What follows belongs to an exercise in optimizing a design on an open flow for small area, a short achievable clock period and few clock cycles per item; a production flow would make more cautious choices. In this exercise RTL edits were held to simulation tests only and were not proved equivalent to the original. No activity file was given, so power comes from the tool's default toggle rates.

===== flow/config.mk =====
export PLATFORM = sky130hd
export DESIGN_NAME = aes_dec_top
export DESIGN_NICKNAME = aes_dec_top
export VERILOG_FILES = /design/flow/design.v
export SDC_FILE = /design/flow/constraint.sdc
export NUM_CORES = 8
export LEC_CHECK = 0
export CAP_MARGIN = 20
export CORE_MARGIN = 2
export CORE_UTILIZATION = 40
export SLEW_MARGIN = 20

===== flow/constraint.sdc =====
create_clock -name core_clock -period 10.0 [get_ports {clk}]
set_input_delay 2.0000 -clock core_clock [delete_from_list [all_inputs] [get_ports {clk}]]
set_output_delay 2.0000 -clock core_clock [all_outputs]
set_load 0.01 [all_outputs]

===== flow/design.v =====
`default_nettype none
module aes_inv_round
(
    input  logic [127:0] state_in,
    input  logic [127:0] round_key,
    input  logic   last,
    output logic [127:0] state_out
);
    localparam logic [7:0] gf_poly = 8'h1b;  
    function automatic logic [7:0] inv_sbox(input logic [7:0] b);
        logic [7:0] r;
        case (b)
            8'h00: r = 8'h52;
            8'h01: r = 8'h09;
            8'h02: r = 8'h6a;
            8'h03: r = 8'hd5;
            8'h04: r = 8'h30;
            8'h05: r = 8'h36;
            8'h06: r = 8'ha5;
            8'h07: r = 8'h38;
            8'h08: r = 8'hbf;
            8'h09: r = 8'h40;
            8'h0a: r = 8'ha3;
            8'h0b: r = 8'h9e;
            8'h0c: r = 8'h81;
            8'h0d: r = 8'hf3;
            8'h0e: r = 8'hd7;
            8'h0f: r = 8'hfb;
            8'h10: r = 8'h7c;
            8'h11: r = 8'he3;
            8'h12: r = 8'h39;
            8'h13: r = 8'h82;
            8'h14: r = 8'h9b;
            8'h15: r = 8'h2f;
            8'h16: r = 8'hff;
            8'h17: r = 8'h87;
            8'h18: r = 8'h34;
            8'h19: r = 8'h8e;
            8'h1a: r = 8'h43;
            8'h1b: r = 8'h44;
            8'h1c: r = 8'hc4;
            8'h1d: r = 8'hde;
            8'h1e: r = 8'he9;
            8'h1f: r = 8'hcb;
            8'h20: r = 8'h54;
            8'h21: r = 8'h7b;
            8'h22: r = 8'h94;
            8'h23: r = 8'h32;
            8'h24: r = 8'ha6;
            8'h25: r = 8'hc2;
            8'h26: r = 8'h23;
            8'h27: r = 8'h3d;
            8'h28: r = 8'hee;
            8'h29: r = 8'h4c;
            8'h2a: r = 8'h95;
            8'h2b: r = 8'h0b;
            8'h2c: r = 8'h42;
            8'h2d: r = 8'hfa;
            8'h2e: r = 8'hc3;
            8'h2f: r = 8'h4e;
            8'h30: r = 8'h08;
            8'h31: r = 8'h2e;
            8'h32: r = 8'ha1;
            8'h33: r = 8'h66;
            8'h34: r = 8'h28;
            8'h35: r = 8'hd9;
            8'h36: r = 8'h24;
            8'h37: r = 8'hb2;
            8'h38: r = 8'h76;
            8'h39: r = 8'h5b;
            8'h3a: r = 8'ha2;
            8'h3b: r = 8'h49;
            8'h3c: r = 8'h6d;
            8'h3d: r = 8'h8b;
            8'h3e: r = 8'hd1;
            8'h3f: r = 8'h25;
            8'h40: r = 8'h72;
            8'h41: r = 8'hf8;
            8'h42: r = 8'hf6;
            8'h43: r = 8'h64;
            8'h44: r = 8'h86;
            8'h45: r = 8'h68;
            8'h46: r = 8'h98;
            8'h47: r = 8'h16;
            8'h48: r = 8'hd4;
            8'h49: r = 8'ha4;
            8'h4a: r = 8'h5c;
            8'h4b: r = 8'hcc;
            8'h4c: r = 8'h5d;
            8'h4d: r = 8'h65;
            8'h4e: r = 8'hb6;
            8'h4f: r = 8'h92;
            8'h50: r = 8'h6c;
            8'h51: r = 8'h70;
            8'h52: r = 8'h48;
            8'h53: r = 8'h50;
            8'h54: r = 8'hfd;
            8'h55: r = 8'hed;
            8'h56: r = 8'hb9;
            8'h57: r = 8'hda;
            8'h58: r = 8'h5e;
            8'h59: r = 8'h15;
            8'h5a: r = 8'h46;
            8'h5b: r = 8'h57;
            8'h5c: r = 8'ha7;
            8'h5d: r = 8'h8d;
            8'h5e: r = 8'h9d;
            8'h5f: r = 8'h84;
            8'h60: r = 8'h90;
            8'h61: r = 8'hd8;
            8'h62: r = 8'hab;
            8'h63: r = 8'h00;
            8'h64: r = 8'h8c;
            8'h65: r = 8'hbc;
            8'h66: r = 8'hd3;
            8'h67: r = 8'h0a;
            8'h68: r = 8'hf7;
            8'h69: r = 8'he4;
            8'h6a: r = 8'h58;
            8'h6b: r = 8'h05;
            8'h6c: r = 8'hb8;
            8'h6d: r = 8'hb3;
            8'h6e: r = 8'h45;
            8'h6f: r = 8'h06;
            8'h70: r = 8'hd0;
            8'h71: r = 8'h2c;
            8'h72: r = 8'h1e;
            8'h73: r = 8'h8f;
            8'h74: r = 8'hca;
            8'h75: r = 8'h3f;
            8'h76: r = 8'h0f;
            8'h77: r = 8'h02;
            8'h78: r = 8'hc1;
            8'h79: r = 8'haf;
            8'h7a: r = 8'hbd;
            8'h7b: r = 8'h03;
            8'h7c: r = 8'h01;
            8'h7d: r = 8'h13;
            8'h7e: r = 8'h8a;
            8'h7f: r = 8'h6b;
            8'h80: r = 8'h3a;
            8'h81: r = 8'h91;
            8'h82: r = 8'h11;
            8'h83: r = 8'h41;
            8'h84: r = 8'h4f;
            8'h85: r = 8'h67;
            8'h86: r = 8'hdc;
            8'h87: r = 8'hea;
            8'h88: r = 8'h97;
            8'h89: r = 8'hf2;
            8'h8a: r = 8'hcf;
            8'h8b: r = 8'hce;
            8'h8c: r = 8'hf0;
            8'h8d: r = 8'hb4;
            8'h8e: r = 8'he6;
            8'h8f: r = 8'h73;
            8'h90: r = 8'h96;
            8'h91: r = 8'hac;
            8'h92: r = 8'h74;
            8'h93: r = 8'h22;
            8'h94: r = 8'he7;
            8'h95: r = 8'had;
            8'h96: r = 8'h35;
            8'h97: r = 8'h85;
            8'h98: r = 8'he2;
            8'h99: r = 8'hf9;
            8'h9a: r = 8'h37;
            8'h9b: r = 8'he8;
            8'h9c: r = 8'h1c;
            8'h9d: r = 8'h75;
            8'h9e: r = 8'hdf;
            8'h9f: r = 8'h6e;
            8'ha0: r = 8'h47;
            8'ha1: r = 8'hf1;
            8'ha2: r = 8'h1a;
            8'ha3: r = 8'h71;
            8'ha4: r = 8'h1d;
            8'ha5: r = 8'h29;
            8'ha6: r = 8'hc5;
            8'ha7: r = 8'h89;
            8'ha8: r = 8'h6f;
            8'ha9: r = 8'hb7;
            8'haa: r = 8'h62;
            8'hab: r = 8'h0e;
            8'hac: r = 8'haa;
            8'had: r = 8'h18;
            8'hae: r = 8'hbe;
            8'haf: r = 8'h1b;
            8'hb0: r = 8'hfc;
            8'hb1: r = 8'h56;
            8'hb2: r = 8'h3e;
            8'hb3: r = 8'h4b;
            8'hb4: r = 8'hc6;
            8'hb5: r = 8'hd2;
            8'hb6: r = 8'h79;
            8'hb7: r = 8'h20;
            8'hb8: r = 8'h9a;
            8'hb9: r = 8'hdb;
            8'hba: r = 8'hc0;
            8'hbb: r = 8'hfe;
            8'hbc: r = 8'h78;
            8'hbd: r = 8'hcd;
            8'hbe: r = 8'h5a;
            8'hbf: r = 8'hf4;
            8'hc0: r = 8'h1f;
            8'hc1: r = 8'hdd;
            8'hc2: r = 8'ha8;
            8'hc3: r = 8'h33;
            8'hc4: r = 8'h88;
            8'hc5: r = 8'h07;
            8'hc6: r = 8'hc7;
            8'hc7: r = 8'h31;
            8'hc8: r = 8'hb1;
            8'hc9: r = 8'h12;
            8'hca: r = 8'h10;
            8'hcb: r = 8'h59;
            8'hcc: r = 8'h27;
            8'hcd: r = 8'h80;
            8'hce: r = 8'hec;
            8'hcf: r = 8'h5f;
            8'hd0: r = 8'h60;
            8'hd1: r = 8'h51;
            8'hd2: r = 8'h7f;
            8'hd3: r = 8'ha9;
            8'hd4: r = 8'h19;
            8'hd5: r = 8'hb5;
            8'hd6: r = 8'h4a;
            8'hd7: r = 8'h0d;
            8'hd8: r = 8'h2d;
            8'hd9: r = 8'he5;
            8'hda: r = 8'h7a;
            8'hdb: r = 8'h9f;
            8'hdc: r = 8'h93;
            8'hdd: r = 8'hc9;
            8'hde: r = 8'h9c;
            8'hdf: r = 8'hef;
            8'he0: r = 8'ha0;
            8'he1: r = 8'he0;
            8'he2: r = 8'h3b;
            8'he3: r = 8'h4d;
            8'he4: r = 8'hae;
            8'he5: r = 8'h2a;
            8'he6: r = 8'hf5;
            8'he7: r = 8'hb0;
            8'he8: r = 8'hc8;
            8'he9: r = 8'heb;
            8'hea: r = 8'hbb;
            8'heb: r = 8'h3c;
            8'hec: r = 8'h83;
            8'hed: r = 8'h53;
            8'hee: r = 8'h99;
            8'hef: r = 8'h61;
            8'hf0: r = 8'h17;
            8'hf1: r = 8'h2b;
            8'hf2: r = 8'h04;
            8'hf3: r = 8'h7e;
            8'hf4: r = 8'hba;
            8'hf5: r = 8'h77;
            8'hf6: r = 8'hd6;
            8'hf7: r = 8'h26;
            8'hf8: r = 8'he1;
            8'hf9: r = 8'h69;
            8'hfa: r = 8'h14;
            8'hfb: r = 8'h63;
            8'hfc: r = 8'h55;
            8'hfd: r = 8'h21;
            8'hfe: r = 8'h0c;
            8'hff: r = 8'h7d;
            default: r = 8'h00;
        endcase
        inv_sbox = r;
    endfunction
    function automatic logic [7:0] gf_mul2(input logic [7:0] b);
        gf_mul2 = {b[6:0], 1'b0} ^ (gf_poly & {8{b[7]}});
    endfunction
    function automatic logic [7:0] gf_mul(input logic [7:0] b, input logic [3:0] c);
        logic [7:0] acc;
        logic [7:0] pow;
        acc = '0;
        pow = b;
        for (int i = 0; i < 4; i++)
        begin
            if (c[i])
            begin
                acc = acc ^ pow;
            end
            pow = gf_mul2(pow);
        end
        gf_mul = acc;
    endfunction
    logic [127:0] sub_state;
    logic [127:0] keyed;
    logic [127:0] mixed;
    always_comb
    begin
        for (int c = 0; c < 4; c++)
        begin
            for (int r = 0; r < 4; r++)
            begin
                sub_state[127 - 32 * c - 8 * r -: 8] =
                    inv_sbox(state_in[127 - 32 * ((c + 4 - r) % 4) - 8 * r -: 8]);
            end
        end
    end
    assign keyed = sub_state ^ round_key;
    always_comb
    begin
        for (int c = 0; c < 4; c++)
        begin
            for (int r = 0; r < 4; r++)
            begin
                mixed[127 - 32 * c - 8 * r -: 8] =
                    gf_mul(keyed[127 - 32 * c - 8 * r -: 8], 4'd14) ^
                    gf_mul(keyed[127 - 32 * c - 8 * ((r + 1) % 4) -: 8], 4'd11) ^
                    gf_mul(keyed[127 - 32 * c - 8 * ((r + 2) % 4) -: 8], 4'd13) ^
                    gf_mul(keyed[127 - 32 * c - 8 * ((r + 3) % 4) -: 8], 4'd9);
            end
        end
    end
    assign state_out = last ? keyed : mixed;  
endmodule
`default_nettype wire
`default_nettype none
module aes_round_key_store
#(
    parameter int num_rounds = 10
)
(
    input  logic       clk,
    input  logic       key_we,
    input  logic [5:0] key_addr,
    input  logic [31:0]      key_wdata,
    input  logic [3:0] round_sel,
    output logic [127:0]     round_key
);
    localparam int num_words = 4 * (num_rounds + 1);
    logic [31:0] mem [num_words];
    always_ff @(posedge clk)
    begin
        if (key_we)
        begin
            mem[key_addr] <= key_wdata;
        end
    end
    assign round_key = {
        mem[{round_sel, 2'd0}],
        mem[{round_sel, 2'd1}],
        mem[{round_sel, 2'd2}],
        mem[{round_sel, 2'd3}]
    };
endmodule
`default_nettype wire
`default_nettype none
module aes_dec_regs
#(
    parameter int num_rounds = 10
)
(
    input  logic       clk,
    input  logic       reset,
    input  logic [11:0]  paddr,
    input  logic       psel,
    input  logic       penable,
    input  logic       pwrite,
    input  logic [31:0]      pwdata,
    output logic [31:0]      prdata,
    output logic       pready,
    output logic       pslverr,
    input  logic       busy,
    input  logic       done_pulse,
    input  logic [127:0]     plaintext,
    output logic       key_we,
    output logic [5:0] key_addr,
    output logic [31:0]      key_wdata,
    output logic       start,
    output logic [127:0]     ciphertext
);
    localparam logic [11:0] key_base      = 12'h000;
    localparam logic [11:0] data_in_base  = 12'h100;
    localparam logic [11:0] ctrl_addr     = 12'h110;
    localparam logic [11:0] status_addr   = 12'h114;
    localparam logic [11:0] data_out_base = 12'h120;
    localparam logic [11:0] key_end = 12'(key_base + 16 * (num_rounds + 1));
    logic       access;
    logic       key_hit;
    logic       din_hit;
    logic       ctrl_hit;
    logic       stat_hit;
    logic       dout_hit;
    logic       err;
    logic       wr_ok;
    logic [1:0] word_sel;
    logic       done;
    logic [127:0]     plaintext_q;
    assign access   = psel && penable;
    assign word_sel = paddr[3:2];  
    assign key_hit  = (paddr >= key_base) && (paddr < key_end);
    assign din_hit  = (paddr[11:4] == data_in_base[11:4]);
    assign ctrl_hit = (paddr[11:2] == ctrl_addr[11:2]);
    assign stat_hit = (paddr[11:2] == status_addr[11:2]);
    assign dout_hit = (paddr[11:4] == data_out_base[11:4]);
    assign err = access && (!(key_hit || din_hit || ctrl_hit || stat_hit || dout_hit)
                 || (pwrite && busy && (key_hit || din_hit || ctrl_hit))
                 || (pwrite && (stat_hit || dout_hit)));
    assign wr_ok   = access && pwrite && !err;
    assign pready  = 1'b1;  
    assign pslverr = err;
    assign key_we    = wr_ok && key_hit;
    assign key_addr  = paddr[7:2];
    assign key_wdata = pwdata;
    assign start     = wr_ok && ctrl_hit && pwdata[0];
    always_ff @(posedge clk)
    begin
        if (wr_ok && din_hit)
        begin
            ciphertext[127 - 32 * word_sel -: 32] <= pwdata;
        end
        if (done_pulse)
        begin
            plaintext_q <= plaintext;
        end
    end
    always_ff @(posedge clk)
    begin
        if (reset)
        begin
            done <= 1'b0;
        end
        else if (start)
        begin
            done <= 1'b0;
        end
        else if (done_pulse)
        begin
            done <= 1'b1;
        end
    end
    always_comb
    begin
        prdata = '0;  
        if (stat_hit)
        begin
            prdata = {30'd0, done, busy};
        end
        else if (din_hit)
        begin
            prdata = ciphertext[127 - 32 * word_sel -: 32];
        end
        else if (dout_hit)
        begin
            prdata = plaintext_q[127 - 32 * word_sel -: 32];
        end
    end
endmodule
`default_nettype wire
`default_nettype none
module aes_dec_engine
#(
    parameter int num_rounds = 10
)
(
    input  logic       clk,
    input  logic       reset,
    input  logic       start,
    input  logic [127:0]     ciphertext,
    input  logic [127:0]     round_key,
    output logic [3:0] round_sel,
    output logic       busy,
    output logic       done_pulse,
    output logic [127:0]     plaintext
);
    typedef enum logic [1:0] {idle, first, round} engine_state_t;
    localparam logic [3:0] top_round = 4'(num_rounds);
    engine_state_t fsm;
    logic [3:0]    round_cnt;
    logic [127:0]        state_q;
    logic [127:0]        round_out;
    logic          last;
    assign round_sel  = round_cnt;
    assign last       = (round_cnt == '0);
    assign busy       = (fsm != idle);
    assign done_pulse = busy && last;
    assign plaintext  = round_out;  
    aes_inv_round i_aes_inv_round (
        .state_in  (state_q),
        .round_key (round_key),
        .last      (last),
        .state_out (round_out)
    );
    always_ff @(posedge clk)
    begin
        if (reset)
        begin
            fsm       <= idle;
            round_cnt <= top_round;
        end
        else
        begin
            case (fsm)
                idle:
                begin
                    if (start)
                    begin
                        fsm       <= first;
                        round_cnt <= top_round - 1'b1;
                    end
                end
                first, round:
                begin
                    if (last)
                    begin
                        fsm       <= idle;
                        round_cnt <= top_round;
                    end
                    else
                    begin
                        fsm       <= round;
                        round_cnt <= round_cnt - 1'b1;
                    end
                end
                default:
                begin
                    fsm       <= idle;
                    round_cnt <= top_round;
                end
            endcase
        end
    end
    always_ff @(posedge clk)
    begin
        if (fsm == idle && start)
        begin
            state_q <= ciphertext ^ round_key;
        end
        else if (busy)
        begin
            state_q <= round_out;
        end
    end
endmodule
`default_nettype wire
`default_nettype none
module aes_dec_top
#(
    parameter int num_rounds = 10  
)
(
    input  logic      clk,
    input  logic      reset,
    input  logic [11:0] paddr,
    input  logic      psel,
    input  logic      penable,
    input  logic      pwrite,
    input  logic [31:0]     pwdata,
    output logic [31:0]     prdata,
    output logic      pready,
    output logic      pslverr
);
    logic       key_we;
    logic [5:0] key_addr;
    logic [31:0]      key_wdata;
    logic       start;
    logic       busy;
    logic       done_pulse;
    logic [127:0]     ciphertext;
    logic [127:0]     plaintext;
    logic [127:0]     round_key;
    logic [3:0] round_sel;
    aes_dec_regs #(
        .num_rounds (num_rounds)
    ) i_aes_dec_regs (
        .clk        (clk),
        .reset      (reset),
        .paddr      (paddr),
        .psel       (psel),
        .penable    (penable),
        .pwrite     (pwrite),
        .pwdata     (pwdata),
        .prdata     (prdata),
        .pready     (pready),
        .pslverr    (pslverr),
        .busy       (busy),
        .done_pulse (done_pulse),
        .plaintext  (plaintext),
        .key_we     (key_we),
        .key_addr   (key_addr),
        .key_wdata  (key_wdata),
        .start      (start),
        .ciphertext (ciphertext)
    );
    aes_round_key_store #(
        .num_rounds (num_rounds)
    ) i_aes_round_key_store (
        .clk       (clk),
        .key_we    (key_we),
        .key_addr  (key_addr),
        .key_wdata (key_wdata),
        .round_sel (round_sel),
        .round_key (round_key)
    );
    aes_dec_engine #(
        .num_rounds (num_rounds)
    ) i_aes_dec_engine (
        .clk        (clk),
        .reset      (reset),
        .start      (start),
        .ciphertext (ciphertext),
        .round_key  (round_key),
        .round_sel  (round_sel),
        .busy       (busy),
        .done_pulse (done_pulse),
        .plaintext  (plaintext)
    );
endmodule
`default_nettype wire

===== flow/run.sh =====
#!/bin/bash
# synth_recipe.tcl (not shown) runs the flow's synth.tcl, then flattens the netlist and writes it again
# the make line also repeats each setting of config.mk as NAME=value (left out here)
make -C /OpenROAD-flow-scripts/flow DESIGN_CONFIG=/design/flow/config.mk WORK_HOME=/design/flow/orfs CLKGATE_MAP_FILE= SYNTH_SCRIPT=/design/flow/synth_recipe.tcl finish

==> notes.md <==
## placed cells by master (no fill, tap or decap), types with 69 or more instances in the layout
cell type	instances
a2111oi_0	69
a21oi_1	1076
nor4_1	79
nand2b_1	178
a22o_1	120
o311ai_0	127
a31oi_1	277
nand2_1	1712
xor2_1	168
a22oi_1	80
o21ai_0	1095
mux2i_1	288
a311oi_1	121
a221oi_1	97
o211ai_1	348
mux4_2	127
a211oi_1	247
xnor2_1	530
xnor3_1	152
nor2_1	1234
inv_1	202
o31ai_1	108
o2111ai_1	69
o221ai_1	110
buf_4	686
o22ai_1	246
clkbuf_16	211
mux2_2	326
nor3_1	352
edfxtp_1	1792
nand3_1	348
ha_1	358
and2_1	81
dfxtp_1	135
## area by class of cell
| class | count | area [sq um] | area share, % |
|---|---|---|---|
| antenna | 64 | 160.2 | 0.1010 |
| clock buffer | 253 | 5458 | 3.441 |
| clock inverter | 124 | 1304 | 0.8221 |
| inverter | 235 | 895.9 | 0.5649 |
| multi-input combinational | 11580 | 81570 | 51.43 |
| sequential | 1931 | 56610 | 35.70 |
| tap | 4794 | 5998 | 3.782 |
| timing repair buffer | 806 | 6594 | 4.158 |
## layer usage
metal	global-route usage (%)	up-vias	part of all wire [%]
li1	-	56670	-
met1	46.65	65510	39
met2	51.57	10570	43
met3	7.666	2066	12
met4	18.42	14	6.6
met5	0	-	0.012
## power breakdown
part / leakage [nW] / internal (mW) / switching (mW)
Clock: 3.30 / 4.50 / 3.35
Combinational: 33.3 / 0.108 / 0.307
Sequential: 17.3 / 8.81 / 0.00178
Total: 53.9 / 13.4 / 3.66
## metrics by stage
step / hold WS [ps] / power (mW) / instance area (sq um) / std cells / utilization (%)
6_report: 536.9 / 17.07 / 158600 / 19780 / 43.85
5_1_grt: 580.3 / 17.42 / 158600 / 19770 / 43.84
4_1_cts: 531.8 / 17.11 / 158400 / 19720 / 43.79
3_5_place_dp: 514.5 / 9.378 / 151600 / 19340 / 41.92
3_3_place_gp: 504.9 / 9.374 / 151600 / 19340 / 41.92
2_1_floorplan: 431.5 / 9.160 / 145200 / 15080 / -
## state kept, by name (all words and copies together) (netlist names), named ones only
signal and count:
i_aes_dec_engine.round_cnt 4, i_aes_dec_regs.done 1, i_aes_dec_engine.state_q 128, i_aes_round_key_store.mem 1408, i_aes_dec_engine.fsm 2, i_aes_dec_engine.i_aes_inv_round.sub_state 128
i_aes_dec_regs.ciphertext 128, i_aes_dec_regs.plaintext_q 128
## logic make-up after synthesis
group | Yosys count | synth area share, %
fa+ha+maj | 361 | 3.108
compound gates | 4996 | 23.38
mux | 762 | 6.702
other cells | 1 | 0.002583
buf+inv | 1571 | 5.442
simple gates | 4435 | 13.51
xor+xnor | 1021 | 8.872
flops | 1931 | 38.99
## worst max-delay path, delay by kind of cell, from the launching register on
family                   cells  cell delay, ps
XOR/XNOR                     4            1980
buffers and inverters        2             740
AO/OA/AOI/OAI                9            2550
AND/OR/NAND/NOR              3            1780
flip-flops                   1             830
adder cells (fa/ha/maj)      1             440
## path summary, 6_finish.rpt
path	from	end	depth (start not counted)
worst max-delay path	flop	i_aes_dec_engine.i_aes_inv_round.sub_state[76]	19
worst min-delay path	i_aes_dec_engine.fsm[1]	i_aes_dec_engine.fsm[1]	2
worst max register to register	flop	i_aes_dec_engine.i_aes_inv_round.sub_state[76]	19
worst min register to register	i_aes_dec_engine.fsm[1]	i_aes_dec_engine.fsm[1]	2
==> results.ini <==
[status]
status = no timing/DRC/antenna violations

[clock_tree]
h-tree-depth = 4
clkTransAtPathRegs_ps = 70
cts_tree = done
cts_hold_buffers = 0
cts_inserted_buffers = 210
clk_latency_ps = 930
ctsResizeCount = 0
cts_setup_buffers = 0
cts-root-buf = clkbuf_16
clk_path_buf_depth = 4
cts_sinks = 1931

[pwr]
leakage_nw = 53.93
power_density_nw_per_um2 = 107.7
vdd_drop_max_mv = 0.1812

[worst_setup_path]
r2r_slack_ps = 1360
startpoint_type = flop
slowest_stage = dfxtp_4
crit_chain = nand2b_4, buf_4, o22ai_1, o31ai_2, xor2_2, xnor3_1, xnor3_2, xor3_1, o2bb2ai_1, o21ai_2, inv_1, ha_1, nor2_1, nor2_1, o2bb2ai_1, a211oi_1, a211oi_1, a22oi_1, o211ai_1
cpPeakStageDelay_ps = 830
crit_required_ps = 10720
cp_max_fo = 51
endpoint_kind = flop
cp.arrival_ps = 9360
worstSetupPathType = flop to flop

[die]
die_x_um = 606.4
start_util_pct = 40.14
num_io_pins = 83
coreArea_sq_um = 361700
num_rows = 221
fp.dieH_um = 606.4
die_area_sq_um = 367700

[finish]
drive_above_1_share_pct = 13.71
area_delta_synth_final_pct = 9.248
fin_nets = 15170
fillerInstances = 34700

[synth]
yosys.area.top_type = edfxtp_1
synth_top_area_share_pct = 37.07
ys_warn_count = 4
syn_inst = 15080
syn_nets = 15490
synth_cell_types = 138
synth_area_leaders = edfxtp_1, nand2_1, o21ai_0, a21oi_1, nor2_1
synth_edf_count = 1792
syn_area_per_cell_sq_um = 9.627
ys_top_cells_by_count = edfxtp_1, nand2_1, nor2_1
netlist_area_sq_um = 145200
ys_async_sr_fraction_pct = 0
yosysSeqAreaShare_pct = 38.99
yosysMostFrequentCell = edfxtp_1
synth_ff_type = edfxtp_1
ys_ff_latch = 1931

[worst_hold_path]
hold_path_class = flop to flop

[global_routing]
overflow = 0
grt_max_degree = 139
grt_util_all_layers_pct = 34.55
grt_pass1_vias = 124200
grt_pass1_wl_mm = 933.7
antenna_found_initial = 37

[flow_run]
maxCapViolCount = 0

[sta]
rsz0062_at_grt = false
setup_ws_ps = 1361
setup_tns_ps = 0
max_slew_margin_pct = 18.00
hold_viol = 0
fin_crit_sh_pct = 86.39
setup_viol = 0
finalCriticalPeriod_ps = 8639
max_slew.worst_pin.slew_ps = 1223
skew_ps = 125.1
timing.fmax_mhz = 115.8
maxSlewViolCount = 0

[route]
wl_per_cell_um = 33.40
first_pass_iters = 9
drcViolationCount = 0
vias_per_cell = 6.815
via_count = 134800
antenna_left = 0
wl_mm = 660.7
drt-initial-drc-count = 23360

[placed_design]
pre_cts_slack_ps = 1688
finalWeightedCongestion = 1.032
dpl.hpwl_mm = 458.9
io_buffers = 79

Testbench counts, summed over its fixed seeds: cycles 5,760, blocks 192.

static timing again, ports no longer ideal:
How much do the figures lean on ideal ports? The routed layout below was timed once more, with nothing changed but the port constraints. Step 1: set_driving_cell puts a clkbuf_16 on clk and a buf_2 on each other input, an assumption about the parent block. Step 2 times the ports against the registers' clock, not the clock port: input delays grow and output delays shrink by t, the midpoint of the rising clock arrivals with the driver on. Slacks: no drivers / after step 1 / after step 2; pairs: no drivers / after step 1.
t, ns: 0.978
slack for setup (ns): 1.361 / 1.361 / 1.292
worst slew at a driven data input, ns: 0.43
After both steps setup and hold are still met in this run. The setup slack of this run moves by 0.000 ns with the drivers and by -0.069 ns with both steps.
